What follows belongs to an exercise in optimizing a design on an open flow for small area, a short achievable clock period and few clock cycles per item; a production flow would make more cautious choices.
Where RTL was checked, it was by simulation tests only, not by an equivalence proof against the original.
Function not checked in run 7: the RTL went through the layout flow alone.
The flow treats the clock pin as an ideal source. Dropping or thinning the clock tree relies on that and would not hold on a real chip.
Power figures rest on the tool's default switching activity, not on a simulated workload.

## design/flow/config.mk

```make
export PLATFORM = sky130hd
export DESIGN_NAME = sha1_pad_top
export DESIGN_NICKNAME = sha1_pad_top
export VERILOG_FILES = /design/flow/design.v
export SDC_FILE = /design/flow/constraint.sdc
export NUM_CORES = 4
export LEC_CHECK = 0
export CAP_MARGIN = 20
export CORE_AREA = 5 5 180 180
export CTS_CLUSTER_DIAMETER = 100
export CTS_CLUSTER_SIZE = 30
export DIE_AREA = 0 0 185 185
export SLEW_MARGIN = 20
```

## design/flow/constraint.sdc

```tcl
create_clock -name core_clock -period 5.0 [get_ports {sys_clk}]
set_input_delay 1.0000 -clock core_clock [delete_from_list [all_inputs] [get_ports {sys_clk}]]
set_output_delay 1.0000 -clock core_clock [all_outputs]
set_load 0.01 [all_outputs]
```

## design/flow/design.v

```verilog
`timescale 1ns/10ps
module sha1_pad_top (
    input  logic           sys_clk,
    input  logic           sys_rst,
    input  logic           msg_cal_channel_ready,
    input  logic           msg_info_fifo_empty,
    input  logic [15:0]    msg_info,
    input  logic [5:0]     msg_channel_num,
    output logic           msg_info_rd_en,
    output logic           msg_data_rd_en,
    input  logic [127:0]   msg_data,
    output logic           msg_filled_data_valid,
    output logic           msg_filled_data_sop,
    output logic           msg_filled_data_eop,
    output logic [511:0]   msg_filled_data,
    output logic           msg_filled_info_valid,
    output logic [15:0]    msg_filled_info,
    output logic [13:0]    msg_filled_tag,
    output logic [11:0]    msg_filled_addr
);
    logic          info_pend;       
    logic          nxt_v;
    logic [15:0]   nxt_len;
    logic [5:0]    nxt_ch;
    logic          consume;
    always_ff @(posedge sys_clk) begin
        if (sys_rst) begin
            msg_info_rd_en <= 1'b0;
            info_pend <= 1'b0;
            nxt_v <= 1'b0;
        end else begin
            msg_info_rd_en <= !msg_info_fifo_empty && msg_cal_channel_ready && !msg_info_rd_en
                              && !info_pend && !nxt_v;
            info_pend <= msg_info_rd_en;
            if (info_pend) begin
                nxt_v <= 1'b1;
            end else if (consume) begin
                nxt_v <= 1'b0;
            end
        end
    end
    always_ff @(posedge sys_clk) begin
        if (info_pend) begin
            nxt_len <= msg_info;
            nxt_ch <= msg_channel_num;
        end
    end
    logic          act;             
    logic [11:0]   cnt;             
    logic          nz;              
    logic          padp;            
    logic          padrd;           
    logic          ext;             
    logic          fst;             
    logic [1:0]    pos;             
    logic          last_q;          
    logic          s_full;
    logic          s_pad;
    logic          s_p3;
    logic [11:0]   cnt_dec;
    logic          cnt_one;
    for (genvar i = 0; i < 12; i++) begin : g_dec
        if (i == 0) begin : g_lsb
            assign cnt_dec[i] = !cnt[i];
        end else begin : g_bit
            assign cnt_dec[i] = cnt[i] ^ !(|cnt[i-1:0]);
        end
    end
    assign cnt_one = (cnt == 12'd1);
    assign s_full = act && nz;
    assign s_pad = act && !nz && padp;
    assign s_p3 = act && (pos == 2'd3);
    assign consume = nxt_v && (!act || last_q);
    always_ff @(posedge sys_clk) begin
        if (sys_rst) begin
            act <= 1'b0;
            pos <= 2'd0;
            last_q <= 1'b0;
        end else begin
            last_q <= act && !last_q && (pos == 2'd2) && (!nz || cnt_one) && !ext;
            if (act) begin
                pos <= pos + 1'b1;
                if (!nz) begin
                    padp <= 1'b0;
                end
                fst <= 1'b0;
                if (s_p3 && !nz) begin
                    ext <= 1'b0;
                end
                if (last_q) begin
                    act <= 1'b0;
                end
            end
            if (consume) begin
                act <= 1'b1;
                padp <= 1'b1;
                padrd <= |nxt_len[3:0];
                ext <= (nxt_len[5:0] >= 6'd56);
                fst <= 1'b1;
            end
        end
    end
    always_ff @(posedge sys_clk) begin
        if (consume) begin
            cnt <= nxt_len[15:4];
            nz <= |nxt_len[15:4];
        end else begin
            cnt <= cnt_dec;
            nz <= nz && !cnt_one;
        end
    end
    logic          full_a, pad_a, last_a, p3_a, first_a;
    logic          full_b, pad_b, last_b, p3_b, first_b;
    always_ff @(posedge sys_clk) begin
        if (sys_rst) begin
            msg_data_rd_en <= 1'b0;
            last_a <= 1'b0;
            p3_a <= 1'b0;
            first_a <= 1'b0;
            last_b <= 1'b0;
            p3_b <= 1'b0;
            first_b <= 1'b0;
        end else begin
            msg_data_rd_en <= s_full || (s_pad && padrd);
            last_a <= act && last_q;
            p3_a <= s_p3;
            first_a <= act && fst;
            last_b <= last_a;
            p3_b <= p3_a;
            first_b <= first_a;
        end
    end
    always_ff @(posedge sys_clk) begin
        full_a <= s_full;
        pad_a <= s_pad;
        full_b <= full_a;
        pad_b <= pad_a;
    end
    logic [15:0]   out_len;
    always_ff @(posedge sys_clk) begin
        if (first_a) begin
            out_len <= nxt_len;
        end
    end
    logic [15:0]   keep;
    logic [15:0]   padb;
    logic [127:0]  in_word;
    logic [127:0]  s0, s1, s2, s3;
    always_comb begin
        for (int j = 0; j < 16; j++) begin
            keep[j] = full_b || (pad_b && (4'(j) < out_len[3:0]));
            padb[j] = pad_b && (4'(j) == out_len[3:0]);
            in_word[127-8*j -: 8] = (msg_data[127-8*j -: 8] & {8{keep[j]}}) | {padb[j], 7'b0};
        end
        if (last_b) begin
            in_word[18:3] = in_word[18:3] | out_len;
        end
    end
    always_ff @(posedge sys_clk) begin
        s0 <= s1;
        s1 <= s2;
        s2 <= s3;
        s3 <= in_word;
    end
    assign msg_filled_data = {s0, s1, s2, s3};
    logic          at_first;        
    logic [5:0]    blk_idx;
    logic [10:0]   blocks;
    logic [10:0]   blk_plus1;
    logic [10:0]   blk_plus2;
    logic [5:0]    idx_inc;
    logic [13:0]   tag_inc;
    for (genvar i = 0; i < 11; i++) begin : g_blk
        if (i == 0) begin : g_b0
            assign blk_plus1[i] = !nxt_len[6];
            assign blk_plus2[i] = nxt_len[6];
        end else if (i < 10) begin : g_bm
            assign blk_plus1[i] = nxt_len[6+i] ^ (&nxt_len[6+i-1:6]);
            if (i == 1) begin : g_b1
                assign blk_plus2[i] = !nxt_len[7];
            end else begin : g_bn
                assign blk_plus2[i] = nxt_len[6+i] ^ (&nxt_len[6+i-1:7]);
            end
        end else begin : g_btop
            assign blk_plus1[i] = &nxt_len[15:6];
            assign blk_plus2[i] = &nxt_len[15:7];
        end
    end
    for (genvar i = 0; i < 6; i++) begin : g_idx
        if (i == 0) begin : g_i0
            assign idx_inc[i] = !blk_idx[i];
        end else begin : g_in
            assign idx_inc[i] = blk_idx[i] ^ (&blk_idx[i-1:0]);
        end
    end
    for (genvar i = 0; i < 14; i++) begin : g_tag
        if (i == 0) begin : g_t0
            assign tag_inc[i] = !msg_filled_tag[i];
        end else begin : g_tn
            assign tag_inc[i] = msg_filled_tag[i] ^ (&msg_filled_tag[i-1:0]);
        end
    end
    assign blocks = (nxt_len[5:0] >= 6'd56) ? blk_plus2 : blk_plus1;
    always_ff @(posedge sys_clk) begin
        if (sys_rst) begin
            msg_filled_data_valid <= 1'b0;
            msg_filled_data_sop <= 1'b0;
            msg_filled_data_eop <= 1'b0;
            at_first <= 1'b0;
            blk_idx <= 6'd0;
            msg_filled_tag <= '1;   
        end else begin
            msg_filled_data_valid <= p3_b;
            msg_filled_data_sop <= p3_b && at_first;
            msg_filled_data_eop <= last_b;
            if (first_b) begin
                at_first <= 1'b1;
            end else if (p3_b) begin
                at_first <= 1'b0;
            end
            if (p3_b) begin
                blk_idx <= at_first ? 6'd0 : idx_inc;
                if (at_first) begin
                    msg_filled_tag <= tag_inc;
                end
            end
        end
    end
    logic [5:0]    out_ch;
    logic [10:0]   out_blocks;
    always_ff @(posedge sys_clk) begin
        if (first_b) begin
            out_ch <= nxt_ch;
            out_blocks <= blocks;
        end
    end
    assign msg_filled_info_valid = msg_filled_data_sop;
    assign msg_filled_info = {5'd0, out_blocks};
    assign msg_filled_addr = {out_ch, blk_idx};
endmodule
```

## design/flow/flow/run.sh

```bash
#!/bin/bash
# Standard layout with buf_2 port buffers and pins one track apart; CTS adds
# no balancing loads. After CTS (flow/post_cts_tree.tcl) the top of the clock
# tree is rebuilt as four branch buffers driven by the clock port, input port
# buffers become buf_1 (flow/inputs_small.tcl), then the timing repair runs,
# aiming at a 1.9 ns period.
set -e
export SMALL_INPUT_BUFFERS=$PWD/flow/inputs_small.tcl
bash standard.sh BUFFER_PORTS_ARGS="-buffer_cell sky130_fd_sc_hd__buf_2" \
  PLACE_PINS_ARGS="-min_distance 1 -min_distance_in_tracks" \
  CTS_ARGS="-sink_clustering_enable -repair_clock_nets -sink_clustering_size 30 -sink_clustering_max_diameter 100 -dont_use_dummy_load" \
  SKIP_CTS_REPAIR_TIMING=1 POST_CTS_TCL=$PWD/flow/post_cts_tree.tcl \
  SETUP_SLACK_MARGIN=3.1 finish > standard.log 2>&1
```

## design/flow/flow/inputs_small.tcl

```tcl
# Input ports have timing to spare: their port buffers get the smallest
# buffer (buf_1); the repair that follows may size any of them back up.
proc small_input_buffers {} {
  set block [ord::get_db_block]
  set n 0
  foreach bterm [$block getBTerms] {
    if {[$bterm getIoType] ne "INPUT"} { continue }
    if {[$bterm getName] eq "sys_clk"} { continue }
    set net [$bterm getNet]
    if {$net eq "NULL"} { continue }
    foreach it [$net getITerms] {
      set inst [$it getInst]
      if {[[$inst getMaster] getName] eq "sky130_fd_sc_hd__buf_2"} {
        replace_cell [$inst getName] sky130_fd_sc_hd__buf_1
        incr n
      }
    }
  }
  puts "small_input_buffers: $n input port buffers now buf_1"
}
small_input_buffers
```

## design/flow/flow/post_cts_tree.tcl

```tcl
# After CTS: rebuild the top of the clock tree. CTS gives port -> root buffer
# -> a few branch buffers -> leaf buffers -> flip-flops. Here the root and
# branch buffers are replaced by four branch buffers, each at the centre of
# one quarter of the leaf buffers, driven by the clock port directly. Every
# flip-flop still gets the clock through two buffers. Then the timing repair
# that CTS would have run.
set block [ord::get_db_block]
set port_net [$block findNet sys_clk]

proc out_net {inst} {
  foreach it [$inst getITerms] {
    if {[$it isOutputSignal]} { return [$it getNet] }
  }
  return ""
}
proc loads {net} {
  set r {}
  foreach it [$net getITerms] {
    if {[$it isInputSignal]} { lappend r $it }
  }
  return $r
}
proc is_clkbuf {inst} {
  return [string match "sky130_fd_sc_hd__clkbuf_*" [[$inst getMaster] getName]]
}

# Walk down from the port: a clock buffer whose loads include flip-flops is
# a leaf buffer; the clock buffers above the leaves are the upper tree. Cells
# with no output (CTS's balancing loads) on the upper tree's nets go with it.
set upper {}
set leaves {}
set dummies {}
set ok 1
set frontier [list $port_net]
while {[llength $frontier] > 0} {
  set net [lindex $frontier 0]
  set frontier [lrange $frontier 1 end]
  foreach it [loads $net] {
    set inst [$it getInst]
    set onet [out_net $inst]
    if {$onet eq "" || $onet eq "NULL"} { lappend dummies $inst; continue }
    if {![is_clkbuf $inst]} { set ok 0; continue }
    set has_ff 0
    foreach l [loads $onet] {
      if {[[[$l getInst] getMaster] isSequential]} { set has_ff 1 }
    }
    if {$has_ff} {
      lappend leaves $inst
    } else {
      lappend upper $inst
      lappend frontier $onet
    }
  }
}
puts "post_cts_tree: [llength $upper] upper buffers, [llength $leaves] leaf buffers, [llength $dummies] loads without output on the upper tree"

if {$ok && [llength $leaves] >= 8 && [llength $upper] >= 1} {
  # Split the leaves in four: by x at the median, then each half by y.
  set pts {}
  foreach leaf $leaves {
    set bb [$leaf getBBox]
    lappend pts [list $leaf [expr {([$bb xMin] + [$bb xMax]) / 2}] [expr {([$bb yMin] + [$bb yMax]) / 2}]]
  }
  set pts [lsort -integer -index 1 $pts]
  set h [expr {[llength $pts] / 2}]
  set groups {}
  foreach half [list [lrange $pts 0 [expr {$h - 1}]] [lrange $pts $h end]] {
    set half [lsort -integer -index 2 $half]
    set q [expr {[llength $half] / 2}]
    lappend groups [lrange $half 0 [expr {$q - 1}]] [lrange $half $q end]
  }
  set master [[ord::get_db] findMaster sky130_fd_sc_hd__clkbuf_16]
  # Take out the old upper tree.
  foreach inst $dummies {
    foreach it [$inst getITerms] { if {[$it getNet] ne "NULL"} { $it disconnect } }
    odb::dbInst_destroy $inst
  }
  foreach inst $upper {
    set n [out_net $inst]
    foreach it [$inst getITerms] { if {[$it getNet] ne "NULL"} { $it disconnect } }
    odb::dbInst_destroy $inst
    if {$n ne "" && $n ne "NULL"} { odb::dbNet_destroy $n }
  }
  foreach it [loads $port_net] { $it disconnect }
  set k 0
  foreach g $groups {
    set sx 0; set sy 0
    foreach p $g { incr sx [lindex $p 1]; incr sy [lindex $p 2] }
    set cx [expr {$sx / [llength $g]}]
    set cy [expr {$sy / [llength $g]}]
    set buf [odb::dbInst_create $block $master "clkbuf_top_$k"]
    $buf setLocation [expr {$cx - 4000}] $cy
    $buf setPlacementStatus PLACED
    set net [odb::dbNet_create $block "clknet_top_$k"]
    $net setSigType CLOCK
    [$buf findITerm A] connect $port_net
    [$buf findITerm X] connect $net
    foreach p $g {
      set leaf [lindex $p 0]
      [$leaf findITerm A] disconnect
      [$leaf findITerm A] connect $net
    }
    puts "post_cts_tree: clkbuf_top_$k at ($cx, $cy) drives [llength $g] leaf buffers"
    incr k
  }
} else {
  puts "post_cts_tree: tree left as is"
}
if {[info exists ::env(SMALL_INPUT_BUFFERS)]} { source $::env(SMALL_INPUT_BUFFERS) }
detailed_placement
estimate_parasitics -placement
repair_timing_helper
detailed_placement
check_placement -verbose
```

## design/flow/standard.sh

```bash
#!/bin/bash
# synth_recipe.tcl (not shown) runs the flow's synth.tcl, then flattens the netlist and writes it again
# the make line also repeats each setting of config.mk as NAME=value (left out here)
make -C /OpenROAD-flow-scripts/flow DESIGN_CONFIG=/design/flow/config.mk WORK_HOME=/design/flow/orfs CLKGATE_MAP_FILE= SYNTH_SCRIPT=/design/flow/synth_recipe.tcl "${@:-finish}"
```

==> results of run 1 <==
## per-stage QoR
| stage | hold WS, ns | std cells | setup slack (ns) |
|---|---|---|---|
| 6_report | 0.325 | 2177 | 3.10 |
| 5_1_grt | 0.343 | 2175 | 3.05 |
| 3_5_place_dp | 0.312 | 2129 | 2.88 |
| 3_3_place_gp | 0.313 | 2129 | 2.89 |
| 2_1_floorplan | 0.310 | 1055 | 3.13 |
## per-layer routing
metal / GRT usage, % / up-vias
met3: 10.1 / 187
met5: 0 / -
li1: - / 4852
met2: 39.9 / 568
met4: 17.9 / 12
met1: 26.3 / 4796
## registers in the layout, summed over array words and instances (netlist names), 11 cells and up
register / count
s0: 128
cnt: 12
out_len: 16
s3: 128
out_blocks: 11
s1: 128
s2: 128
nxt_len: 16
msg_filled_tag: 14
## layout by cell type (no fill, tap or decap), drive strengths merged, types with 16 or more instances in the layout
cell,n
nand2,33
clkbuf,25
nor2,51
ha,16
a22o,17
buf,714
nand3,20
a21oi,26
dfxtp,567
and2,61
nor2b,50
inv,20
edfxtp,59
diode,17
## worst min path at each step
stage	startpoint	end	slack, ns	cells past startpoint
floorplan	full_a	full_b	0.31	0
global placement	full_a	full_b	0.31	0
detailed placement	full_a	full_b	0.31	0
global route	full_a	full_b	0.34	0
finish	pad_a	pad_b	0.33	0
## kinds of logic after synthesis
group	after synthesis	synth area share [%]
fa+ha+maj	16	1.27
compound gates	77	3.42
buf+inv	51	1.48
mux	4	0.262
xor+xnor	21	1.17
flops	626	83.4
other cells	1	0.0238
simple gates	255	8.95
## layout make-up, clock buffers not listed
cell class                      instances  area [um2]
Tap cell                              396         495
Multi-Input combinational cell        378        2420
Timing Repair Buffer                  714        3460
Buffer                                  4         100
Inverter                               21        78.8
Antenna cell                           17        42.5
Sequential cell                       626       13200
Fill cell                            2501       10100
## power groups by stage
stage | registers [uW] | clock network (uW) | logic [uW]
2_1_floorplan | 5360 | 0 | 117
3_3_place_gp | 5340 | 0 | 274
3_5_place_dp | 5350 | 0 | 283
5_1_grt | 5240 | 2500 | 296
6_report | 5230 | 2260 | 271
==> key figures, run 1 <==
Outcome
  – Outcome: no timing/DRC/antenna violations

Detailed routing
  – Antenna viol nets, final: 0
  – Vias per std cell: roughly 4.8
  – DR pass1 iterations: 4
  – Drt drc: 0
  – DR top layer: met5
  – Met2 wire length: 21600 um
  – Via count: around 10000
  – Initial DRC Count: 482
  – Metal1 wirelength: ~16000 um
  – Met3 wirelength from detailed routing: 4910 um
  – Routed WL: around 46000 um
  – Post-DR wirelength/cell: about 21 um

Worst setup path
  – Setup crit end: msg_filled_info[5]
  – Top delay family on crit path: flip-flops
  – Startpoint type of the worst setup path: flip-flop
  – Crit path DAT: around 0.90 ns
  – Reg-to-reg slack, setup: around 3.2 ns
  – Critical path class: flip-flop to primary output
  – Stages on worst setup path: 1
  – Worst setup EP type: primary output
  – Crit path required time: 4.00 ns
  – Critical Path Source: out_blocks[5]
  – CP bufs+invs: 1
  – Worst-path cell chain: buf_6
  – Critical Path Slowest Stage Cell: edfxtp_1
  – RR Startpoint: out_len[1]
  – Largest fanout on the critical path: 1
  – Max stage delay on crit path: between 0.4 and 0.5 ns
  – Reg2Reg Depth: 3
  – End of the worst register-to-register path: s3[58]

Pwr
  – LEAKAGE: 0.00975 uW
  – IR drop worst, VDD: approximately 0.27 mV
  – Sw power: between 1500 and 2000 uW
  – Clk pwr share: just under 30%
  – Total Power: between 7000 and 8000 uW
  – Power per cell area: 381 nW/um2
  – Sequential group share of total power: slightly below 70%
  – Internal: slightly above 6000 uW
  – Combinational Power Share: about 3.5%
  – Sw frac: roughly 20%

Placed design
  – Hpwl dp: approximately 38000 um
  – PortBufs: between 700 and 800
  – Routability cong.: 0.918
  – Dpl cell area: between 15000 and 20000 um2

Logic synthesis
  – Count leader, synth: dfxtp_1
  – Post-synthesis sequential area ratio: a little over four fifths
  – Yosys top cell area share: about 72%
  – Asr flop ratio synth: 0%
  – Number of synthesized flops with an enable pin: approximately 60
  – Synth Flop Type: dfxtp_1
  – Avg Inst Size Synth: 15.0 um2
  – Syn. warnings: 1
  – Largest cells by area after synthesis: dfxtp_1 72%, edfxtp_1 11%, and2_1 2.4%, nor2b_1 2.0%, ha_1 1.3%
  – Yosys cell types: 55
  – Post-synth top cells: 567 x dfxtp_1, 61 x and2_1, 59 x edfxtp_1
  – Mapped Cells: 1051
  – Leading area contributor after synthesis: dfxtp_1
  – Syn Std Cell Area: about 16000 um2
  – Synthesized flop and latch total: 626

STA
  – Fin. Hold Viols: 0
  – Fin crit period: about 1.9 ns
  – RSZ-0062 raised after global routing: true
  – Setup Total Neg Slack: 0 ns
  – Slew headroom: approximately 33%
  – Final period util: 37.9%
  – Final Setup Violations: 0
  – Setup skew after layout: approximately 0.020 ns
  – Final Max Slew Viols: 0
  – Fmax: 0.527 GHz
  – Worst Max-Slew Pin Slew: about 1.0 ns

Final layout
  – Core Util, Final: about 67%
  – Share of layout cells above drive strength 1: between 30% and 40%
  – Final Cell Area: roughly 20000 um2
  – Final net count: ~1900
  – Area grow syn2layout: 29.4%

Global routing
  – Initial antenna violation count: 21
  – Largest net degree at the start of global routing: 32
  – Vias in the first global route: around 10000
  – First-pass GRT wire length: ~63000 um
  – GRT Util Overall: between 20% and 30%
  – GRT overflow: 0

Die
  – Die Area: approximately 34000 um2
  – Die width: around 190 um
  – Starting Density: 51.7%
  – Ports: between 700 and 800
  – Die H: around 190 um
  – FP Rows: 64
  – Core Footprint: a little over 30000 um2

Job
  – Max cap viols: 0

Clock tree
  – Clock latency at the later pin of the worst-skew pair: 0.35 ns
  – Clock Sinks: roughly 630
  – Clock Pin Slew Worst Setup and Hold Paths: approximately 0.11 ns

Worst hold path
  – Worst min-delay path category: flip-flop to flip-flop
Testbench counts, summed over its fixed seeds: cycles 19,299, messages 800.
==> run 2, diff against run 1 <==
--- a/design/flow/config.mk
+++ b/design/flow/config.mk
@@ -7,7 +7,8 @@
 export LEC_CHECK = 0
+export ABC_AREA = 1
 export CAP_MARGIN = 20
-export CORE_AREA = 5 5 180 180
+export CORE_AREA = 5 5 170 170
 export CTS_CLUSTER_DIAMETER = 100
 export CTS_CLUSTER_SIZE = 30
-export DIE_AREA = 0 0 185 185
+export DIE_AREA = 0 0 175 175
 export SLEW_MARGIN = 20
==> run 2 against run 1 <==
Net effect: still clean; power fell by 0.13%; first-iteration DRC count rose by 50%; worst setup slack improved by 0.017 ns; combinational power rose by 7.4%; critical endpoint is now msg_filled_data[360]; highest routed layer unchanged.
==> key figures, run 2 <==
Outcome
  – Outcome: no timing/DRC/antenna violations (unchanged)

Worst setup path
  – Critical Path Source: s1[104] (was out_blocks[5])
  – Largest fanout on the critical path: 2 (was 1)
  – Crit path required time: 4.00 ns (about the same)
  – Max stage delay on crit path: 0.38 ns (was 0.41 ns)
  – Setup crit end: msg_filled_data[360] (was msg_filled_info[5])
  – Worst-path cell chain: buf_2 (was buf_6)
  – Reg2Reg Depth: 6 (was 3)
  – Reg-to-reg slack, setup: 3.30 ns (was 3.20 ns)
  – Startpoint type of the worst setup path: flip-flop (unchanged)
  – End of the worst register-to-register path: s3[45] (was s3[58])
  – CP bufs+invs: 1 (unchanged)
  – Worst setup EP type: primary output (unchanged)
  – Crit path DAT: 0.88 ns (was 0.90 ns)
  – Top delay family on crit path: flip-flops (unchanged)
  – RR Startpoint: full_b (was out_len[1])
  – Stages on worst setup path: 1 (unchanged)
  – Critical Path Slowest Stage Cell: dfxtp_1 (was edfxtp_1)
  – Critical path class: flip-flop to primary output (unchanged)

Final layout
  – Layout filler cell count: 1961 (was 2501)
  – Area grow syn2layout: 28.3% (was 29.4%)
  – Layout Cells excl Fill: 2305 (was 2177)
  – Final Cell Area: 20500 um2 (was 20400 um2)
  – Most frequent cells in the layout: 533 x buf_2, 510 x dfxtp_1, 155 x inv_1 (was 536 x buf_2, 492 x dfxtp_1, 152 x buf_1)
  – Most common cell after layout, fill and taps aside: buf_2 (unchanged)
  – Final net count: 2127 (was 1936)
  – Share of layout cells above drive strength 1: 34.2% (was 38.4%)

Detailed routing
  – Initial DRC Count: 725 (was 482)
  – Drt drc: 0 (unchanged)
  – Post-DR wirelength/cell: 20.2 um (was 21.2 um)
  – Vias per std cell: 4.81 (was 4.78)
  – DR pass1 iterations: 8 (was 4)
  – Routed WL: 46500 um (was 46200 um)
  – Antenna viol nets, final: 0 (unchanged)
  – Via count: 11086 (was 10415)

Die
  – Die width: 175 um (was 185 um)
  – Starting Density: 59.3% (was 51.7%)
  – FP Rows: 60 (was 64)
  – Die Area: 30600 um2 (was 34200 um2)
  – Die H: 175 um (was 185 um)
  – Ports: 714 (unchanged)
  – Core Footprint: 26900 um2 (was 30400 um2)

Logic synthesis
  – Leading area contributor after synthesis: dfxtp_1 (unchanged)
  – Post-synth top cells: 567 x dfxtp_1, 156 x inv_1, 151 x nor2_1 (was 567 x dfxtp_1, 61 x and2_1, 59 x edfxtp_1)
  – Syn. warnings: 1 (unchanged)
  – Yosys top cell area share: 71.2% (was 72.2%)
  – Asr flop ratio synth: 0% (unchanged)
  – Synth Flop Type: dfxtp_1 (unchanged)
  – Number of synthesized flops with an enable pin: 59 (unchanged)
  – Synthesized flop and latch total: 626 (unchanged)
  – Largest cells by area after synthesis: dfxtp_1 71%, edfxtp_1 11%, inv_1 3.7%, nor2_1 3.6%, nand2_1 2.7% (was dfxtp_1 72%, edfxtp_1 11%, and2_1 2.4%, nor2b_1 2.0%, ha_1 1.3%)
  – Post-synthesis sequential area ratio: 82.3% (was 83.4%)
  – Syn Std Cell Area: 15900 um2 (was 15700 um2)
  – Count leader, synth: dfxtp_1 (unchanged)
  – Yosys cell types: 37 (was 55)
  – Avg Inst Size Synth: 12.9 um2 (was 15.0 um2)
  – Mapped Cells: 1233 (was 1051)

Global routing
  – GRT overflow: 0 (unchanged)
  – First-pass GRT wire length: 66900 um (was 63100 um)
  – GRT Util Overall: 28.9% (was 24.8%)
  – Largest net degree at the start of global routing: 31 (was 32)
  – Initial antenna violation count: 21 (unchanged)
  – Vias in the first global route: 10882 (was 9986)

STA
  – Final period util: 37.6% (was 37.9%)
  – Setup skew after layout: 0.0222 ns (was 0.0203 ns)
  – Fin crit period: 1.88 ns (was 1.90 ns)
  – Slew headroom: 29.3% (was 32.8%)
  – Final Max Slew Viols: 0 (unchanged)
  – Fin. Hold Viols: 0 (unchanged)
  – Final Setup Violations: 0 (unchanged)
  – RSZ-0062 raised after global routing: true (unchanged)
  – Worst Max-Slew Pin Slew: 1.06 ns (was 1.01 ns)
  – Fmax: 0.532 GHz (was 0.527 GHz)
  – Setup WS post-layout: 3.12 ns (was 3.10 ns)
  – Setup Total Neg Slack: 0 ns (unchanged)

Clock tree
  – Clock Pin Slew Worst Setup and Hold Paths: 0.11 ns (about the same)
  – Clock latency at the later pin of the worst-skew pair: 0.35 ns (about the same)
  – Clock Sinks: 626 (unchanged)

Pwr
  – Power per cell area: 379 nW/um2 (was 381 nW/um2)
  – Total Power: 7750 uW (was 7760 uW)
  – LEAKAGE: 0.0104 uW (was 0.00975 uW)
  – IR drop worst, VDD: 0.405 mV (was 0.274 mV)

Placed design
  – Hpwl dp: 37900 um (was 37800 um)
  – DP Worst Slack: 2.73 ns (was 2.88 ns)
  – Dpl cell area: 19800 um2 (was 19600 um2)
  – PortBufs: 708 (unchanged)
  – Routability cong.: 0.895 (was 0.918)
  – Placed Cells incl. Taps: 2267 (was 2129)

Worst hold path
  – Hold Crit Depth: 0 (unchanged)
  – Worst min-delay path category: flip-flop to flip-flop (unchanged)

Job
  – Max cap viols: 0 (unchanged)
[run 2: power by group]
part	leakage, uW	switching, uW	total (uW)	internal [uW]
registers	0.00513	63.1	5220	5150
clock network	0.000308	1330	2240	911
logic	0.00493	167	291	124
total	0.0104	1560	7750	6190
[run 2: layout make-up, clock buffers not listed]
class | count | area [um2] | share of cell area [%]
antenna | 9 | 22.5 | 0.110
buffer | 4 | 100 | 0.489
inverter | 163 | 616 | 3.01
multi-input combinational | 430 | 2120 | 10.4
sequential | 626 | 13200 | 64.6
tap | 341 | 427 | 2.09
timing repair buffer | 711 | 3440 | 16.8
[run 2: routing by layer]
layer / global-route usage [%] / wire length, um / vias up
met4: 19.8 / 3630 / 28
met2: 47.8 / 22300 / 623
met3: 12.7 / 4750 / 234
met5: 0 / 176 / -
met1: 29.5 / 15600 / 4975
li1: - / - / 5226
[run 2: cells by family after synthesis]
group                      share of synthesized area, %
buffers and inverters                              4.55
and+or+nand+nor                                    8.12
DFF                                                82.3
xor gates and xnor gates                          0.604
adders and majority gates                          1.26
other                                            0.0235
AOI/OAI and AO/OA                                  3.14
[run 2: worst min path at each step]
stage | startpoint | to | slack [ns]
finish | s3[65] | s2[65] | 0.34
global route | full_a | full_b | 0.35
detailed placement | full_a | full_b | 0.31
global placement | full_a | full_b | 0.31
floorplan | full_a | full_b | 0.31
[run 2: through the flow]
stage          hold slack, ns  util [%]
3_5_place_dp            0.312      73.7
2_1_floorplan           0.310         -
5_1_grt                 0.347      76.1
6_report                0.339      76.1
3_3_place_gp            0.310      73.7
==> run 3, diff against run 2 <==
--- a/design/flow/config.mk
+++ b/design/flow/config.mk
@@ -7,3 +7,2 @@
 export LEC_CHECK = 0
-export ABC_AREA = 1
 export CAP_MARGIN = 20
@@ -13,2 +12,3 @@
 export DIE_AREA = 0 0 175 175
+export PLACE_DENSITY = 0.75
 export SLEW_MARGIN = 20
==> run 3 against run 2 <==
Net effect: largest power group unchanged; die area unchanged; largest cell class unchanged; wire length down 1.3%; maximum frequency down 0.33%; highest routed layer unchanged.
==> key figures, run 3 <==
Detailed routing
  – Antenna viol nets, final: 0 (unchanged)
  – DR pass1 iterations: 7 (was 8)
  – Vias per std cell: 5.01 (was 4.81)
  – Drt drc: 0 (unchanged)
  – Post-DR wirelength/cell: 21.7 um (was 20.2 um)
  – Via count: 10611 (was 11086)
  – Initial DRC Count: 652 (was 725)
  – Routed WL: 45900 um (was 46500 um)

Logic synthesis
  – Yosys top cell area share: 72.2% (was 71.2%)
  – Yosys cell types: 55 (was 37)
  – Post-synth top cells: 567 x dfxtp_1, 61 x and2_1, 59 x edfxtp_1 (was 567 x dfxtp_1, 156 x inv_1, 151 x nor2_1)
  – Syn. warnings: 1 (unchanged)
  – Largest cells by area after synthesis: dfxtp_1 72%, edfxtp_1 11%, and2_1 2.4%, nor2b_1 2.0%, ha_1 1.3% (was dfxtp_1 71%, edfxtp_1 11%, inv_1 3.7%, nor2_1 3.6%, nand2_1 2.7%)
  – Leading area contributor after synthesis: dfxtp_1 (unchanged)
  – Synthesized flop and latch total: 626 (unchanged)
  – Syn Std Cell Area: 15700 um2 (was 15900 um2)
  – Avg Inst Size Synth: 15.0 um2 (was 12.9 um2)
  – Post-synthesis sequential area ratio: 83.4% (was 82.3%)
  – Synth Flop Type: dfxtp_1 (unchanged)
  – Number of synthesized flops with an enable pin: 59 (unchanged)
  – Count leader, synth: dfxtp_1 (unchanged)
  – Mapped Cells: 1051 (was 1233)
  – Asr flop ratio synth: 0% (unchanged)

Worst setup path
  – Crit path required time: 4.00 ns (about the same)
  – Top delay family on crit path: flip-flops (unchanged)
  – Startpoint type of the worst setup path: flip-flop (unchanged)
  – Critical Path Slowest Stage Cell: dfxtp_2 (was dfxtp_1)
  – Crit path DAT: 0.89 ns (was 0.88 ns)
  – Worst setup EP type: primary output (unchanged)
  – Max stage delay on crit path: 0.39 ns (was 0.38 ns)
  – CP bufs+invs: 1 (unchanged)
  – Worst-path cell chain: buf_2 (unchanged)
  – Largest fanout on the critical path: 2 (unchanged)
  – Critical path class: flip-flop to primary output (unchanged)

Global routing
  – Largest net degree at the start of global routing: 32 (was 31)
  – GRT Util Overall: 28.4% (was 28.9%)
  – Initial antenna violation count: 12 (was 21)
  – GRT overflow: 0 (unchanged)
  – First-pass GRT wire length: 65400 um (was 66900 um)
  – Vias in the first global route: 10374 (was 10882)

Clock tree
  – Clock Sinks: 626 (unchanged)
  – Clock latency at the later pin of the worst-skew pair: 0.36 ns (was 0.35 ns)
  – Clock Pin Slew Worst Setup and Hold Paths: 0.11 ns (about the same)

STA
  – Slew headroom: 31.2% (was 29.3%)
  – Setup skew after layout: 0.0179 ns (was 0.0222 ns)
  – Fin. Hold Viols: 0 (unchanged)
  – Setup Total Neg Slack: 0 ns (unchanged)
  – Fmax: 0.530 GHz (was 0.532 GHz)
  – Final Max Slew Viols: 0 (unchanged)
  – Fin crit period: 1.89 ns (was 1.88 ns)
  – Final period util: 37.7% (was 37.6%)
  – RSZ-0062 raised after global routing: true (unchanged)
  – Worst Max-Slew Pin Slew: 1.03 ns (was 1.06 ns)
  – Final Setup Violations: 0 (unchanged)

Pwr
  – Power per cell area: 382 nW/um2 (was 379 nW/um2)
  – IR drop worst, VDD: 0.283 mV (was 0.405 mV)
  – Total Power: 7750 uW (about the same)
  – LEAKAGE: 0.00976 uW (was 0.0104 uW)

Die
  – Die width: 175 um (unchanged)
  – Core Footprint: 26900 um2 (unchanged)
  – Starting Density: 58.5% (was 59.3%)
  – Die H: 175 um (unchanged)
  – Die Area: 30600 um2 (unchanged)
  – FP Rows: 60 (unchanged)
  – Ports: 714 (unchanged)

Placed design
  – PortBufs: 708 (unchanged)
  – Routability cong.: 0.975 (was 0.895)
  – Hpwl dp: 36700 um (was 37900 um)

Final layout
  – Share of layout cells above drive strength 1: 37.8% (was 34.2%)
  – Most frequent cells in the layout: 540 x buf_2, 504 x dfxtp_1, 152 x buf_1 (was 533 x buf_2, 510 x dfxtp_1, 155 x inv_1)
  – Layout filler cell count: 1863 (was 1961)
  – Most common cell after layout, fill and taps aside: buf_2 (unchanged)
  – Final net count: 1938 (was 2127)
  – Area grow syn2layout: 28.8% (was 28.3%)

Job
  – Max cap viols: 0 (unchanged)

Worst hold path
  – Worst min-delay path category: flip-flop to flip-flop (unchanged)

Outcome
  – Outcome: no timing/DRC/antenna violations (unchanged)
-- run 3: changes by cell type after synthesis, moves of 18 or more --
cell / previous run / this run
nor2b_1: 0 / 50
inv_1: 156 / 20
o21ai_0: 27 / 9
and2_1: 0 / 61
nand2_1: 113 / 33
nor2_1: 151 / 51
-- run 3: worst paths after layout --
path                                 start             endpoint  slack, ns  depth (start not counted)
worst max-delay path                s3[95]  msg_filled_data[95]       3.11                          1
worst max register to register  nxt_len[7]        out_blocks[7]       3.25                          5
worst min-delay path                 s3[0]                s2[0]       0.33                          0
worst min register to register       s3[0]                s2[0]       0.33                          0
-- run 3: layer usage --
layer | up-vias | share of wire (%) | GRT usage (%)
li1 | 4858 | - | -
met1 | 4877 | 34 | 29.7
met2 | 634 | 48 | 46.8
met3 | 228 | 9.9 | 11.0
met4 | 14 | 8.4 | 20.3
met5 | - | 0.20 | 0
-- run 3: area by class of cell, clock buffers not listed --
cell class	instances	area (um2)	share of cell area (%)
sequential	626	13200	65.2
timing repair buffer	716	3460	17.1
multi-input combinational	378	2430	12.0
tap	341	427	2.11
buffer	4	100	0.494
inverter	21	78.8	0.389
antenna	9	22.5	0.111
-- run 3: report_power, final --
part	total (uW)	switching (uW)	internal (uW)
Sequential	5230	73.3	5150
Combinational	269	140	129
Clock	2250	1340	911
Total	7750	1550	6190
-- run 3: logic make-up after synthesis --
kind of cell | share of synthesized area [%]
AO/OA/AOI/OAI | 3.42
XOR/XNOR | 1.17
adder cells (fa/ha/maj) | 1.27
buffers and inverters | 1.48
flip-flops | 83.4
multiplexers | 0.262
other | 0.0238
AND/OR/NAND/NOR | 8.95
-- run 3: per-stage QoR --
stage | instances | utilization, % | hold WS (ns) | area (um2) | setup slack (ns)
after floorplan | 1055 | - | 0.310 | 15700 | 3.13
after global placement | 2074 | 72.8 | 0.317 | 19600 | 2.89
after detailed placement | 2074 | 72.8 | 0.318 | 19600 | 2.87
after global routing | 2110 | 75.3 | 0.337 | 20200 | 3.06
final | 2116 | 75.4 | 0.328 | 20300 | 3.11
==> run 4, diff against run 3 <==
--- a/design/flow/config.mk
+++ b/design/flow/config.mk
@@ -12,3 +12,2 @@
 export DIE_AREA = 0 0 175 175
-export PLACE_DENSITY = 0.75
 export SLEW_MARGIN = 20
==> run 4 against run 3 <==
Net effect: worst hold slack lost 0.0025 ns; via count down 1.2%; power hardly changed; register-to-register slack improved by 0.04 ns; highest routed layer unchanged; design area fell by 0.29%; sequential power barely moved; worst setup slack lost 0.0047 ns; final cell count unchanged; global-route usage shrank 0.42 points.
==> key figures, run 4 <==
Final layout
  – Most frequent cells in the layout: 546 x buf_2, 513 x dfxtp_1, 152 x buf_1 (was 540 x buf_2, 504 x dfxtp_1, 152 x buf_1)
  – Layout Cells excl Fill: 2116 (unchanged)
  – Area of the multi-input gates: 2420 um2 (was 2430 um2)
  – Register area: 13200 um2 (about the same)
  – Most common cell after layout, fill and taps aside: buf_2 (unchanged)
  – Layout filler cell count: 1977 (was 1863)
  – Area grow syn2layout: 28.4% (was 28.8%)
  – Share of layout cells above drive strength 1: 37.2% (was 37.8%)
  – Final net count: 1936 (was 1938)

STA
  – Fmax: 0.529 GHz (was 0.530 GHz)
  – Setup WS post-layout: 3.11 ns (about the same)
  – Final Setup Violations: 0 (unchanged)
  – Fin. Hold Viols: 0 (unchanged)
  – Fin crit period: 1.89 ns (about the same)
  – RSZ-0062 raised after global routing: true (unchanged)
  – Setup skew after layout: 0.0232 ns (was 0.0179 ns)
  – Worst hold slack: 0.326 ns (was 0.328 ns)
  – Final Max Slew Viols: 0 (unchanged)
  – Slew headroom: 40.6% (was 31.2%)
  – Worst Max-Slew Pin Slew: 0.890 ns (was 1.03 ns)
  – Setup Total Neg Slack: 0 ns (unchanged)
  – Final period util: 37.8% (was 37.7%)

Clock tree
  – Clock Pin Slew Worst Setup and Hold Paths: 0.10 ns (was 0.11 ns)
  – Clock latency at the later pin of the worst-skew pair: 0.35 ns (was 0.36 ns)
  – Clock Sinks: 626 (unchanged)

Worst setup path
  – Startpoint type of the worst setup path: flip-flop (unchanged)
  – Top delay family on crit path: flip-flops (unchanged)
  – Worst setup EP type: primary output (unchanged)
  – Largest fanout on the critical path: 1 (was 2)
  – CP bufs+invs: 1 (unchanged)
  – Crit path required time: 4.00 ns (about the same)
  – Worst-path cell chain: buf_2 (unchanged)
  – Critical path class: flip-flop to primary output (unchanged)
  – Max stage delay on crit path: 0.40 ns (was 0.39 ns)
  – Crit path DAT: 0.89 ns (about the same)
  – Critical Path Slowest Stage Cell: edfxtp_1 (was dfxtp_2)

Placed design
  – PortBufs: 708 (unchanged)
  – Placed Cells incl. Taps: 2074 (unchanged)
  – DP Worst Slack: 2.87 ns (about the same)
  – Routability cong.: 0.922 (was 0.975)
  – Hpwl dp: 36900 um (was 36700 um)

Job
  – Max cap viols: 0 (unchanged)

Logic synthesis
  – Syn. warnings: 1 (unchanged)
  – Yosys top cell area share: 72.2% (unchanged)
  – Largest cells by area after synthesis: dfxtp_1 72%, edfxtp_1 11%, and2_1 2.4%, nor2b_1 2.0%, ha_1 1.3% (unchanged)
  – Yosys cell types: 55 (unchanged)
  – Synth Flop Type: dfxtp_1 (unchanged)
  – Post-synth top cells: 567 x dfxtp_1, 61 x and2_1, 59 x edfxtp_1 (unchanged)
  – Syn Std Cell Area: 15700 um2 (unchanged)
  – Synthesized flop and latch total: 626 (unchanged)
  – Mapped Cells: 1051 (unchanged)
  – Post-synthesis sequential area ratio: 83.4% (unchanged)
  – Number of synthesized flops with an enable pin: 59 (unchanged)
  – Avg Inst Size Synth: 15.0 um2 (unchanged)
  – Leading area contributor after synthesis: dfxtp_1 (unchanged)
  – Count leader, synth: dfxtp_1 (unchanged)
  – Asr flop ratio synth: 0% (unchanged)

Global routing
  – Vias in the first global route: 10093 (was 10374)
  – Initial antenna violation count: 17 (was 12)
  – GRT Util Overall: 28.0% (was 28.4%)
  – GRT overflow: 0 (unchanged)
  – First-pass GRT wire length: 64200 um (was 65400 um)
  – Largest net degree at the start of global routing: 32 (unchanged)

Pwr
  – Total Power: 7740 uW (was 7750 uW)
  – LEAKAGE: 0.00974 uW (was 0.00976 uW)
  – IR drop worst, VDD: 0.292 mV (was 0.283 mV)
  – Power per cell area: 383 nW/um2 (was 382 nW/um2)

Detailed routing
  – Via count: 10483 (was 10611)
  – Routed WL: 45800 um (was 45900 um)
  – Antenna viol nets, final: 0 (unchanged)
  – Drt drc: 0 (unchanged)
  – Vias per std cell: 4.95 (was 5.01)
  – DR pass1 iterations: 5 (was 7)
  – Initial DRC Count: 476 (was 652)
  – Post-DR wirelength/cell: 21.6 um (was 21.7 um)

Die
  – Die Area: 30600 um2 (unchanged)
  – Die width: 175 um (unchanged)
  – Ports: 714 (unchanged)
  – Core Footprint: 26900 um2 (unchanged)
  – FP Rows: 60 (unchanged)
  – Die H: 175 um (unchanged)
  – Starting Density: 58.5% (unchanged)

Worst hold path
  – Worst min-delay path category: flip-flop to flip-flop (unchanged)

Outcome
  – Outcome: no timing/DRC/antenna violations (unchanged)
[run 4: cell counts after synthesis]
Identical to the previous run, type by type.
[run 4: cells by family (layout without fill, tap and decap cells)]
group	after synthesis	count (layout)	share of synthesized area (%)
AO/OA/AOI/OAI	77	77	3.42
other	1	16	0.0238
AND/OR/NAND/NOR	255	255	8.95
multiplexers	4	4	0.262
buffers and inverters	51	760	1.48
flip-flops	626	626	83.4
adder cells (fa/ha/maj)	16	16	1.27
XOR/XNOR	21	21	1.17
[run 4: report_power, final]
part	leakage, uW	internal [uW]	switching [uW]
Clock	0.000308	912	1340
Sequential	0.00513	5150	73.6
Combinational	0.00430	128	139
Total	0.00974	6190	1550
[run 4: final timing paths]
| path | to | depth (start not counted) | slack, ns | from |
|---|---|---|---|---|
| max | msg_filled_addr[10] | 1 | 3.11 | out_ch[4] |
| min | s2[70] | 0 | 0.33 | s3[70] |
| max reg2reg | s3[59] | 3 | 3.29 | out_len[1] |
| min reg2reg | s2[70] | 0 | 0.33 | s3[70] |
[run 4: layer usage]
metal | GRT usage [%] | vias to the layer above | share of wire, %
met2 | 47.6 | 597 | 49
met1 | 28.0 | 4827 | 33
met3 | 10.4 | 208 | 9.4
li1 | - | 4837 | -
met4 | 20.4 | 14 | 7.9
met5 | 0 | - | 0.18
[run 4: layout make-up, clock buffers not listed]
class / instances / share of cell area [%]
diodes: 11 / 0.136
multi-input cells: 378 / 12.0
plain buffers: 4 / 0.495
repair buffers: 714 / 16.9
inverters: 21 / 0.390
well taps: 341 / 2.11
flip-flops and latches: 626 / 65.3
[run 4: through the flow]
stage	utilization, %	instance area (um2)
after floorplan	-	15700
after global placement	72.8	19600
after detailed placement	72.8	19600
after global routing	75.2	20200
final	75.2	20200
==> run 5, diff against run 4 <==
--- a/design/flow/flow/run.sh
+++ b/design/flow/flow/run.sh
@@ -5,3 +5,3 @@
 # buffers become buf_1 (flow/inputs_small.tcl), then the timing repair runs,
-# aiming at a 1.9 ns period.
+# aiming at a 1.95 ns period.
 set -e
@@ -12,2 +12,2 @@
   SKIP_CTS_REPAIR_TIMING=1 POST_CTS_TCL=$PWD/flow/post_cts_tree.tcl \
-  SETUP_SLACK_MARGIN=3.1 finish > standard.log 2>&1
+  SETUP_SLACK_MARGIN=3.05 finish > standard.log 2>&1
==> run 5 against run 4 <==
Net effect: critical path type unchanged; critical path depth is the same; area after synthesis unchanged; worst setup slack got worse by 0.033 ns; first-iteration DRC count increased by 1.1%; design area down 0.46%; via count shrank 0.18%; largest cell class unchanged; maximum frequency shrank 1.7%; synthesized cell count is the same; wire length decreased by 0.19%.
==> key figures, run 5 <==
Worst setup path
  – Top delay family on crit path: flip-flops (unchanged)
  – Crit path required time: 4.00 ns (about the same)
  – CP bufs+invs: 1 (unchanged)
  – Crit path DAT: 0.92 ns (was 0.89 ns)
  – Max stage delay on crit path: 0.40 ns (about the same)
  – Worst setup EP type: primary output (unchanged)
  – Critical path class: flip-flop to primary output (unchanged)
  – Startpoint type of the worst setup path: flip-flop (unchanged)
  – Critical Path Slowest Stage Cell: dfxtp_1 (was edfxtp_1)
  – Worst-path cell chain: buf_2 (unchanged)
  – Largest fanout on the critical path: 2 (was 1)

Logic synthesis
  – Mapped Cells: 1051 (unchanged)
  – Syn Std Cell Area: 15700 um2 (unchanged)
  – Syn. warnings: 1 (unchanged)
  – Synthesized flop and latch total: 626 (unchanged)
  – Yosys top cell area share: 72.2% (unchanged)
  – Post-synth top cells: 567 x dfxtp_1, 61 x and2_1, 59 x edfxtp_1 (unchanged)
  – Avg Inst Size Synth: 15.0 um2 (unchanged)
  – Synth Flop Type: dfxtp_1 (unchanged)
  – Post-synthesis sequential area ratio: 83.4% (unchanged)
  – Number of synthesized flops with an enable pin: 59 (unchanged)
  – Largest cells by area after synthesis: dfxtp_1 72%, edfxtp_1 11%, and2_1 2.4%, nor2b_1 2.0%, ha_1 1.3% (unchanged)
  – Asr flop ratio synth: 0% (unchanged)
  – Leading area contributor after synthesis: dfxtp_1 (unchanged)
  – Yosys cell types: 55 (unchanged)
  – Count leader, synth: dfxtp_1 (unchanged)

Final layout
  – Layout filler cell count: 1990 (was 1977)
  – Most frequent cells in the layout: 556 x dfxtp_1, 556 x buf_2, 152 x buf_1 (was 546 x buf_2, 513 x dfxtp_1, 152 x buf_1)
  – Final net count: 1936 (unchanged)
  – Area grow syn2layout: 27.8% (was 28.4%)
  – Share of layout cells above drive strength 1: 34.8% (was 37.2%)
  – Layout Cells excl Fill: 2115 (was 2116)

Worst hold path
  – Worst min-delay path category: flip-flop to flip-flop (unchanged)

Pwr
  – Power per cell area: 385 nW/um2 (was 383 nW/um2)
  – IR drop worst, VDD: 0.291 mV (was 0.292 mV)
  – LEAKAGE: 0.00972 uW (was 0.00974 uW)

Detailed routing
  – Initial DRC Count: 481 (was 476)
  – Met3 wirelength from detailed routing: 4230 um (was 4290 um)
  – Vias per std cell: 4.95 (about the same)
  – Routed WL: 45700 um (was 45800 um)
  – DR pass1 iterations: 4 (was 5)
  – Metal1 wirelength: 15200 um (about the same)
  – Antenna viol nets, final: 0 (unchanged)
  – Met2 wire length: 22600 um (about the same)
  – Via count: 10464 (was 10483)
  – Post-DR wirelength/cell: 21.6 um (about the same)
  – DR top layer: met5 (unchanged)
  – Drt drc: 0 (unchanged)

STA
  – Fin crit period: 1.92 ns (was 1.89 ns)
  – RSZ-0062 raised after global routing: false (was true)
  – Final period util: 38.5% (was 37.8%)
  – Final Max Slew Viols: 0 (unchanged)
  – Final Setup Violations: 0 (unchanged)
  – Fin. Hold Viols: 0 (unchanged)
  – Worst Max-Slew Pin Slew: 0.877 ns (was 0.890 ns)
  – Worst hold slack: 0.332 ns (was 0.326 ns)
  – Setup skew after layout: 0.0236 ns (was 0.0232 ns)
  – Slew headroom: 41.5% (was 40.6%)
  – Fmax: 0.520 GHz (was 0.529 GHz)
  – Setup Total Neg Slack: 0 ns (unchanged)

Clock tree
  – Clock latency at the later pin of the worst-skew pair: 0.35 ns (about the same)
  – Clock Sinks: 626 (unchanged)
  – Clock Pin Slew Worst Setup and Hold Paths: 0.11 ns (was 0.10 ns)

Global routing
  – First-pass GRT wire length: 64200 um (about the same)
  – GRT overflow: 0 (unchanged)
  – GRT Util Overall: 28.0% (about the same)
  – Vias in the first global route: 10051 (was 10093)
  – Largest net degree at the start of global routing: 32 (unchanged)
  – Initial antenna violation count: 17 (unchanged)

Placed design
  – Routability cong.: 0.922 (unchanged)
  – Placed Cells incl. Taps: 2074 (unchanged)
  – Hpwl dp: 36900 um (unchanged)
  – PortBufs: 708 (unchanged)

Die
  – Starting Density: 58.5% (unchanged)
  – Die width: 175 um (unchanged)
  – FP Rows: 60 (unchanged)
  – Die Area: 30600 um2 (unchanged)
  – Die H: 175 um (unchanged)
  – Core Footprint: 26900 um2 (unchanged)
  – Ports: 714 (unchanged)

Outcome
  – Outcome: no timing/DRC/antenna violations (unchanged)

Job
  – Max cap viols: 0 (unchanged)
[run 5: cell counts after synthesis]
Identical to the previous run, type by type.
[run 5: cells by family (layout without fill, tap and decap cells)]
group | after synthesis | in the layout | synth area share (%)
flip-flops | 626 | 626 | 83.4
buffers and inverters | 51 | 760 | 1.48
adder cells (fa/ha/maj) | 16 | 16 | 1.27
multiplexers | 4 | 4 | 0.262
XOR/XNOR | 21 | 21 | 1.17
other | 1 | 15 | 0.0238
AND/OR/NAND/NOR | 255 | 255 | 8.95
AO/OA/AOI/OAI | 77 | 77 | 3.42
[run 5: metal layers]
| layer | up-vias | track usage, % |
|---|---|---|
| li1 | 4832 | - |
| met1 | 4829 | 28.1 |
| met2 | 575 | 47.6 |
| met3 | 214 | 10.5 |
| met4 | 14 | 20.4 |
| met5 | - | 0 |
[run 5: path summary, 6_finish.rpt]
| kind | from | to | slack [ns] | cells after the start |
|---|---|---|---|---|
| setup / recovery | s2[64] | msg_filled_data[192] | 3.08 | 1 |
| hold / removal | pad_a | pad_b | 0.33 | 0 |
| setup reg to reg | out_len[1] | s3[61] | 3.27 | 3 |
| hold reg to reg | pad_a | pad_b | 0.33 | 0 |
[run 5: cell type report, clock buffers not listed]
class | instances | area, um2 | area share, %
tap | 341 | 427 | 2.12
inverter | 21 | 78.8 | 0.392
timing repair buffer | 714 | 3400 | 16.9
sequential | 626 | 13100 | 65.3
buffer | 4 | 100 | 0.498
multi-input combinational | 378 | 2420 | 12.0
antenna | 10 | 25.0 | 0.124
[run 5: stage by stage]
step | utilization, % | setup slack (ns) | total power [uW] | cell area (um2)
final | 74.8 | 3.08 | 7740 | 20100
after global placement | 72.8 | 2.90 | 5610 | 19600
after detailed placement | 72.8 | 2.87 | 5620 | 19600
after floorplan | - | 3.13 | 5470 | 15700
after global routing | 74.8 | 3.05 | 8020 | 20100
[run 5: power by group]
part           internal [uW]  leakage [uW]  switching (uW)
clock                    911      0.000308            1330
combinational            127       0.00430             139
sequential              5160       0.00511            73.9
==> run 6, diff against run 5 <==
--- a/design/flow/flow/run.sh
+++ b/design/flow/flow/run.sh
@@ -5,3 +5,3 @@
 # buffers become buf_1 (flow/inputs_small.tcl), then the timing repair runs,
-# aiming at a 1.95 ns period.
+# aiming at a 1.87 ns period.
 set -e
@@ -12,2 +12,2 @@
   SKIP_CTS_REPAIR_TIMING=1 POST_CTS_TCL=$PWD/flow/post_cts_tree.tcl \
-  SETUP_SLACK_MARGIN=3.05 finish > standard.log 2>&1
+  SETUP_SLACK_MARGIN=3.13 finish > standard.log 2>&1
==> run 6 against run 5 <==
Net effect: sequential power hardly changed; register-to-register slack better by 0.02 ns; synthesized cell count stayed put; largest cell class unchanged; combinational power is 3% higher; highest routed layer unchanged; power hardly changed; critical path depth stayed put; largest power group unchanged; clock skew is 0.0052 ns lower; clock power hardly changed; worst setup slack better by 0.045 ns; sequential share of layout area is 0.99 points lower; utilization is 2.6 points higher.
==> key figures, run 6 <==
Worst setup path
  – Critical Path Slowest Stage Cell: edfxtp_1 (was dfxtp_1)
  – Largest fanout on the critical path: 1 (was 2)
  – Reg-to-reg slack, setup: 3.29 ns (was 3.27 ns)
  – Worst setup EP type: primary output (unchanged)
  – Max stage delay on crit path: 0.39 ns (was 0.40 ns)
  – CP bufs+invs: 1 (unchanged)
  – Reg2Reg Depth: 3 (unchanged)
  – Crit path DAT: 0.88 ns (was 0.92 ns)
  – Crit path required time: 4.00 ns (about the same)
  – Critical Path Source: out_ch[2] (was s2[64])
  – Stages on worst setup path: 1 (unchanged)
  – Top delay family on crit path: flip-flops (unchanged)
  – RR Startpoint: out_len[1] (unchanged)
  – Critical path class: flip-flop to primary output (unchanged)
  – End of the worst register-to-register path: s3[58] (was s3[61])
  – Worst-path cell chain: buf_2 (unchanged)
  – Startpoint type of the worst setup path: flip-flop (unchanged)

STA
  – Setup Total Neg Slack: 0 ns (unchanged)
  – Worst hold slack: 0.332 ns (about the same)
  – Worst Max-Slew Pin Slew: 0.860 ns (was 0.877 ns)
  – Fin. Hold Viols: 0 (unchanged)
  – Fmax: 0.532 GHz (was 0.520 GHz)
  – Fin crit period: 1.88 ns (was 1.92 ns)
  – Final Setup Violations: 0 (unchanged)
  – RSZ-0062 raised after global routing: true (was false)
  – Final Max Slew Viols: 0 (unchanged)
  – Slew headroom: 42.6% (was 41.5%)
  – Final period util: 37.6% (was 38.5%)
  – Setup WS post-layout: 3.12 ns (was 3.08 ns)
  – Setup skew after layout: 0.0184 ns (was 0.0236 ns)

Placed design
  – Routability cong.: 0.924 (was 0.922)
  – PortBufs: 708 (unchanged)
  – Hpwl dp: 37100 um (was 36900 um)
  – DP Worst Slack: 2.88 ns (was 2.87 ns)
  – Placed Cells incl. Taps: 2074 (unchanged)

Die
  – Starting Density: 58.5% (unchanged)
  – FP Rows: 60 (unchanged)
  – Die Area: 30600 um2 (unchanged)
  – Die width: 175 um (unchanged)
  – Ports: 714 (unchanged)
  – Die H: 175 um (unchanged)
  – Core Footprint: 26900 um2 (unchanged)

Logic synthesis
  – Compound-Gate Fraction of Synth Area: 3.42% (unchanged)
  – Mapped Cells: 1051 (unchanged)
  – Post-synth top cells: 567 x dfxtp_1, 61 x and2_1, 59 x edfxtp_1 (unchanged)
  – Main combinational cell family by area after synthesis: simple AND/OR/NAND/NOR gates (unchanged)
  – Synthesized flop and latch total: 626 (unchanged)
  – Post-synthesis adder-cell area fraction: 1.27% (unchanged)
  – Synth Flop Type: dfxtp_1 (unchanged)
  – Synth Area in Simple Gates: 8.95% (unchanged)
  – Post-synthesis sequential area ratio: 83.4% (unchanged)
  – Yosys top cell area share: 72.2% (unchanged)
  – Multiplexer share of the synthesized area: 0.262% (unchanged)
  – Yosys cell types: 55 (unchanged)
  – Asr flop ratio synth: 0% (unchanged)
  – Xor/xnor share of the synthesized area: 1.17% (unchanged)
  – Syn Std Cell Area: 15700 um2 (unchanged)
  – Largest cells by area after synthesis: dfxtp_1 72%, edfxtp_1 11%, and2_1 2.4%, nor2b_1 2.0%, ha_1 1.3% (unchanged)
  – Count leader, synth: dfxtp_1 (unchanged)
  – Leading area contributor after synthesis: dfxtp_1 (unchanged)
  – Number of synthesized flops with an enable pin: 59 (unchanged)
  – Avg Inst Size Synth: 15.0 um2 (unchanged)
  – Syn. warnings: 1 (unchanged)

Worst hold path
  – Hold Crit Depth: 0 (unchanged)
  – Worst min-delay path category: flip-flop to flip-flop (unchanged)
  – Hold EP: pad_b (unchanged)
  – HP Start: pad_a (unchanged)

Pwr
  – LEAKAGE: 0.00990 uW (was 0.00972 uW)
  – IR drop worst, VDD: 0.286 mV (was 0.291 mV)
  – Power per cell area: 372 nW/um2 (was 385 nW/um2)

Final layout
  – Most common cell after layout, fill and taps aside: buf_2
  – Final net count: 1954 (was 1936)
  – Layout Cells excl Fill: 2132 (was 2115)
  – Core Util, Final: 77.5% (was 74.8%)
  – Most frequent cells in the layout: 471 x buf_2, 375 x dfxtp_1, 180 x dfxtp_2 (was 556 x dfxtp_1, 556 x buf_2, 152 x buf_1)
  – Area grow syn2layout: 32.3% (was 27.8%)
  – Share of layout cells above drive strength 1: 45.6% (was 34.8%)
  – Layout filler cell count: 1835 (was 1990)

Detailed routing
  – Routed WL: 46400 um (was 45700 um)
  – Initial DRC Count: 616 (was 481)
  – Via count: 10683 (was 10464)
  – Vias per std cell: 5.01 (was 4.95)
  – DR pass1 iterations: 5 (was 4)
  – Post-DR wirelength/cell: 21.7 um (was 21.6 um)
  – Antenna viol nets, final: 0 (unchanged)
  – Drt drc: 0 (unchanged)

Outcome
  – Outcome: no timing/DRC/antenna violations (unchanged)

Clock tree
  – Clock Pin Slew Worst Setup and Hold Paths: 0.10 ns (was 0.11 ns)
  – Clock Sinks: 626 (unchanged)
  – Clock latency at the later pin of the worst-skew pair: 0.35 ns (about the same)

Global routing
  – Initial antenna violation count: 18 (was 17)
  – GRT Util Overall: 28.3% (was 28.0%)
  – Vias in the first global route: 10474 (was 10051)
  – Largest net degree at the start of global routing: 32 (unchanged)
  – GRT overflow: 0 (unchanged)
  – First-pass GRT wire length: 65300 um (was 64200 um)

Job
  – Max cap viols: 0 (unchanged)
[run 6: cell counts after synthesis]
No cell type changed its count.
[run 6: final cells by class, clock buffers not listed]
cell class / count / area (um2) / share of cell area (%)
repair buffers: 732 / 3850 / 18.5
inverters: 21 / 78.8 / 0.379
diodes: 9 / 22.5 / 0.108
multi-input cells: 378 / 2420 / 11.6
flip-flops and latches: 626 / 13400 / 64.3
well taps: 341 / 427 / 2.05
plain buffers: 4 / 100 / 0.481
[run 6: cells by family (layout without fill, tap and decap cells)]
logic type | Yosys count | count (layout)
fa+ha+maj | 16 | 16
buf+inv | 51 | 778
mux | 4 | 4
xor+xnor | 21 | 21
other cells | 1 | 14
simple gates | 255 | 255
compound gates | 77 | 77
flops | 626 | 626
[run 6: worst max-delay path by stage]
stage	endpoint	slack [ns]
global placement	msg_filled_data_sop	2.90
finish	msg_filled_addr[8]	3.12
global route	msg_filled_addr[11]	3.07
floorplan	msg_info_rd_en	3.15
detailed placement	msg_filled_data_sop	2.88
[run 6: report_power, final]
part           switching [uW]  internal (uW)
logic                     140            135
clock network            1330            911
registers                75.1           5150
total                    1540           6200
[run 6: metrics by stage]
stage	area [um2]	power, uW
6_report	20800	7740
5_1_grt	20800	8020
3_5_place_dp	19600	5620
3_3_place_gp	19600	5610
2_1_floorplan	15700	5470
[run 6: per-layer routing]
metal / wire, um / GRT usage [%] / part of all wire [%] / vias to the layer above
li1: - / - / - / 4874
met1: 15200 / 28.3 / 33 / 4939
met2: 22600 / 47.5 / 49 / 622
met5: 93 / 0 / 0.20 / -
met4: 3950 / 20.5 / 8.5 / 18
met3: 4530 / 11.7 / 9.8 / 230
==> run 7, diff against run 6 <==
--- a/design/flow/design.v
+++ b/design/flow/design.v
@@ -231,3 +231,6 @@
     always_ff @(posedge sys_clk) begin
-        if (first_b) begin
+        if (sys_rst) begin
+            out_ch <= 6'd0;
+            out_blocks <= 11'd0;
+        end else if (first_b) begin
             out_ch <= nxt_ch;
--- a/design/flow/flow/run.sh
+++ b/design/flow/flow/run.sh
@@ -5,3 +5,3 @@
 # buffers become buf_1 (flow/inputs_small.tcl), then the timing repair runs,
-# aiming at a 1.87 ns period.
+# aiming at a 1.9 ns period.
 set -e
@@ -12,2 +12,2 @@
   SKIP_CTS_REPAIR_TIMING=1 POST_CTS_TCL=$PWD/flow/post_cts_tree.tcl \
-  SETUP_SLACK_MARGIN=3.13 finish > standard.log 2>&1
+  SETUP_SLACK_MARGIN=3.1 finish > standard.log 2>&1
==> run 7 against run 6 <==
Net effect: die area unchanged; final cell count up 0.94%; clock power about the same; first-iteration DRC count down 0.65%; synthesized cell count up 4.2%; critical path depth unchanged; highest routed layer unchanged; design area down 2.5%; register-to-register slack worse by 0.09 ns; still clean.
==> key figures, run 7 <==
Logic synthesis
  – Number of synthesized flops with an enable pin: 42 (was 59)
  – Yosys top cell area share: 73.9% (was 72.2%)
  – Asr flop ratio synth: 0% (unchanged)
  – Yosys cell types: 58 (was 55)
  – Leading area contributor after synthesis: dfxtp_1 (unchanged)
  – Mapped Cells: 1095 (was 1051)
  – Avg Inst Size Synth: 14.5 um2 (was 15.0 um2)
  – Syn Std Cell Area: 15800 um2 (was 15700 um2)
  – Post-synthesis sequential area ratio: 81.8% (was 83.4%)
  – Synth Flop Type: dfxtp_1 (unchanged)
  – Synthesized flop and latch total: 626 (unchanged)
  – Largest cells by area after synthesis: dfxtp_1 74%, edfxtp_1 8.0%, and2_1 2.5%, nor2b_1 2.0%, nor2_1 1.4% (was dfxtp_1 72%, edfxtp_1 11%, and2_1 2.4%, nor2b_1 2.0%, ha_1 1.3%)
  – Count leader, synth: dfxtp_1 (unchanged)
  – Post-synth top cells: 584 x dfxtp_1, 63 x and2_1, 60 x nor2_1 (was 567 x dfxtp_1, 61 x and2_1, 59 x edfxtp_1)
  – Syn. warnings: 1 (unchanged)

Worst setup path
  – Worst setup EP type: primary output (unchanged)
  – Largest fanout on the critical path: 2 (was 1)
  – Top delay family on crit path: flip-flops (unchanged)
  – Worst-path cell chain: buf_2 (unchanged)
  – CP bufs+invs: 1 (unchanged)
  – Startpoint type of the worst setup path: flip-flop (unchanged)
  – Critical path class: flip-flop to primary output (unchanged)
  – Max stage delay on crit path: 0.37 ns (was 0.39 ns)
  – Crit path DAT: 0.88 ns (about the same)
  – Crit path required time: 4.00 ns (about the same)
  – Critical Path Slowest Stage Cell: dfxtp_1 (was edfxtp_1)
  – Reg-to-reg slack, setup: 3.20 ns (was 3.29 ns)

Detailed routing
  – DR pass1 iterations: 5 (unchanged)
  – Drt drc: 0 (unchanged)
  – Routed WL: 47800 um (was 46400 um)
  – Post-DR wirelength/cell: 22.2 um (was 21.7 um)
  – Initial DRC Count: 612 (was 616)
  – Via count: 10898 (was 10683)
  – Antenna viol nets, final: 0 (unchanged)
  – Vias per std cell: 5.06 (was 5.01)

Die
  – Die width: 175 um (unchanged)
  – Ports: 714 (unchanged)
  – Die H: 175 um (unchanged)
  – Die Area: 30600 um2 (unchanged)
  – Core Footprint: 26900 um2 (unchanged)
  – FP Rows: 60 (unchanged)
  – Starting Density: 58.9% (was 58.5%)

Final layout
  – Most frequent cells in the layout: 528 x dfxtp_1, 527 x buf_2, 152 x buf_1 (was 471 x buf_2, 375 x dfxtp_1, 180 x dfxtp_2)
  – Share of layout cells above drive strength 1: 36.8% (was 45.6%)
  – Core Util, Final: 75.5% (was 77.5%)
  – Area grow syn2layout: 28.3% (was 32.3%)
  – Most common cell after layout, fill and taps aside: dfxtp_1 (was buf_2)
  – Layout filler cell count: 1926 (was 1835)
  – Final net count: 1978 (was 1954)

Global routing
  – First-pass GRT wire length: 68200 um (was 65300 um)
  – Vias in the first global route: 10634 (was 10474)
  – GRT Util Overall: 29.5% (was 28.3%)
  – Largest net degree at the start of global routing: 42 (was 32)
  – GRT overflow: 0 (unchanged)
  – Initial antenna violation count: 16 (was 18)

Worst hold path
  – Worst min-delay path category: flip-flop to flip-flop (unchanged)

STA
  – Setup Total Neg Slack: 0 ns (unchanged)
  – Final period util: 37.6% (about the same)
  – Setup skew after layout: 0.0196 ns (was 0.0184 ns)
  – Worst Max-Slew Pin Slew: 0.735 ns (was 0.860 ns)
  – Final Max Slew Viols: 0 (unchanged)
  – Fmax: 0.532 GHz (about the same)
  – RSZ-0062 raised after global routing: false (was true)
  – Slew headroom: 50.8% (was 42.6%)
  – Final Setup Violations: 0 (unchanged)
  – Fin. Hold Viols: 0 (unchanged)
  – Fin crit period: 1.88 ns (about the same)

Clock tree
  – Clock Pin Slew Worst Setup and Hold Paths: 0.10 ns (about the same)
  – Clock latency at the later pin of the worst-skew pair: 0.35 ns (about the same)
  – Clock Sinks: 626 (unchanged)

Pwr
  – Power per cell area: 380 nW/um2 (was 372 nW/um2)
  – IR drop worst, VDD: 0.287 mV (was 0.286 mV)
  – Sw power: 1550 uW (was 1540 uW)
  – Internal: 6170 uW (was 6200 uW)
  – Sequential group share of total power: 67.3% (was 67.5%)
  – LEAKAGE: 0.00978 uW (was 0.00990 uW)
  – Clk pwr share: 29.2% (was 28.9%)
  – Sw frac: 20.1% (was 19.9%)
  – Combinational Power Share: 3.6% (about the same)

Placed design
  – PortBufs: 708 (unchanged)
  – Hpwl dp: 38300 um (was 37100 um)
  – Routability cong.: 0.919 (was 0.924)

Job
  – Max cap viols: 0 (unchanged)

Outcome
  – Outcome: no timing/DRC/antenna violations (unchanged)
[run 7: changes by cell type in the layout (fill, tap and decap cells not counted), moves of 9 or more]
cell | previous run | this run
edfxtp_1 | 59 | 42
buf_4 | 82 | 32
dfxtp_1 | 375 | 528
buf_2 | 471 | 527
dfxtp_2 | 180 | 50
buf_6 | 27 | 0
nor2_1 | 51 | 60
[run 7: final timing paths]
kind / to / cells after the start / start
setup reg to reg: out_blocks[8] / 4 / nxt_len[5]
setup / recovery: msg_filled_data[27] / 1 / s3[27]
hold / removal: full_b / 0 / full_a
hold reg to reg: full_b / 0 / full_a
[run 7: logic make-up after synthesis]
group	synth area share, %
mux	0.854
xor+xnor	0.775
flops	81.8
fa+ha+maj	1.27
other cells	0.0237
simple gates	9.39
compound gates	4.07
buf+inv	1.77
[run 7: through the flow]
stage / power, uW / instances / hold slack, ns / setup slack, ns / instance area [um2]
after detailed placement: 5600 / 2116 / 0.317 / 2.08 / 19600
after global routing: 8000 / 2151 / 0.339 / 3.10 / 20300
final: 7720 / 2152 / 0.336 / 3.12 / 20300
after global placement: 5580 / 2116 / 0.312 / 2.12 / 19600
after floorplan: 5440 / 1099 / 0.310 / 3.15 / 15800
[run 7: final cells by class, clock buffers not listed]
type                       instances  area [um2]  share of cell area [%]
sequential                       626       13000                    64.2
timing repair buffer             714        3470                    17.1
buffer                             4         100                   0.493
antenna                            5        12.5                  0.0616
inverter                          23        88.8                   0.438
tap                              341         427                    2.10
multi-input combinational        418        2640                    13.0
[run 7: layer usage]
layer  global-route usage, %  wire length (um)  vias to the layer above
met5                       0               129                        -
met4                    17.3              3370                       22
met3                    13.4              5640                      218
met2                    47.8             22200                      672
met1                    32.0             16400                     4991
li1                        -                 -                     4995
[run 7: power groups by stage]
| stage | combinational [uW] | clock, uW | sequential (uW) |
|---|---|---|---|
| floorplan | 117 | 0 | 5330 |
| global placement | 275 | 0 | 5310 |
| detailed placement | 284 | 0 | 5310 |
| global route | 304 | 2480 | 5210 |
| finish | 275 | 2250 | 5190 |

Check on run 7: ideal ports give 3.119 ns setup slack; a clkbuf_16 on the clock port and buf_2 on the inputs give 3.018 ns; moving port delays by the midpoint clock arrival (0.440 ns) as well gives 2.823 ns.
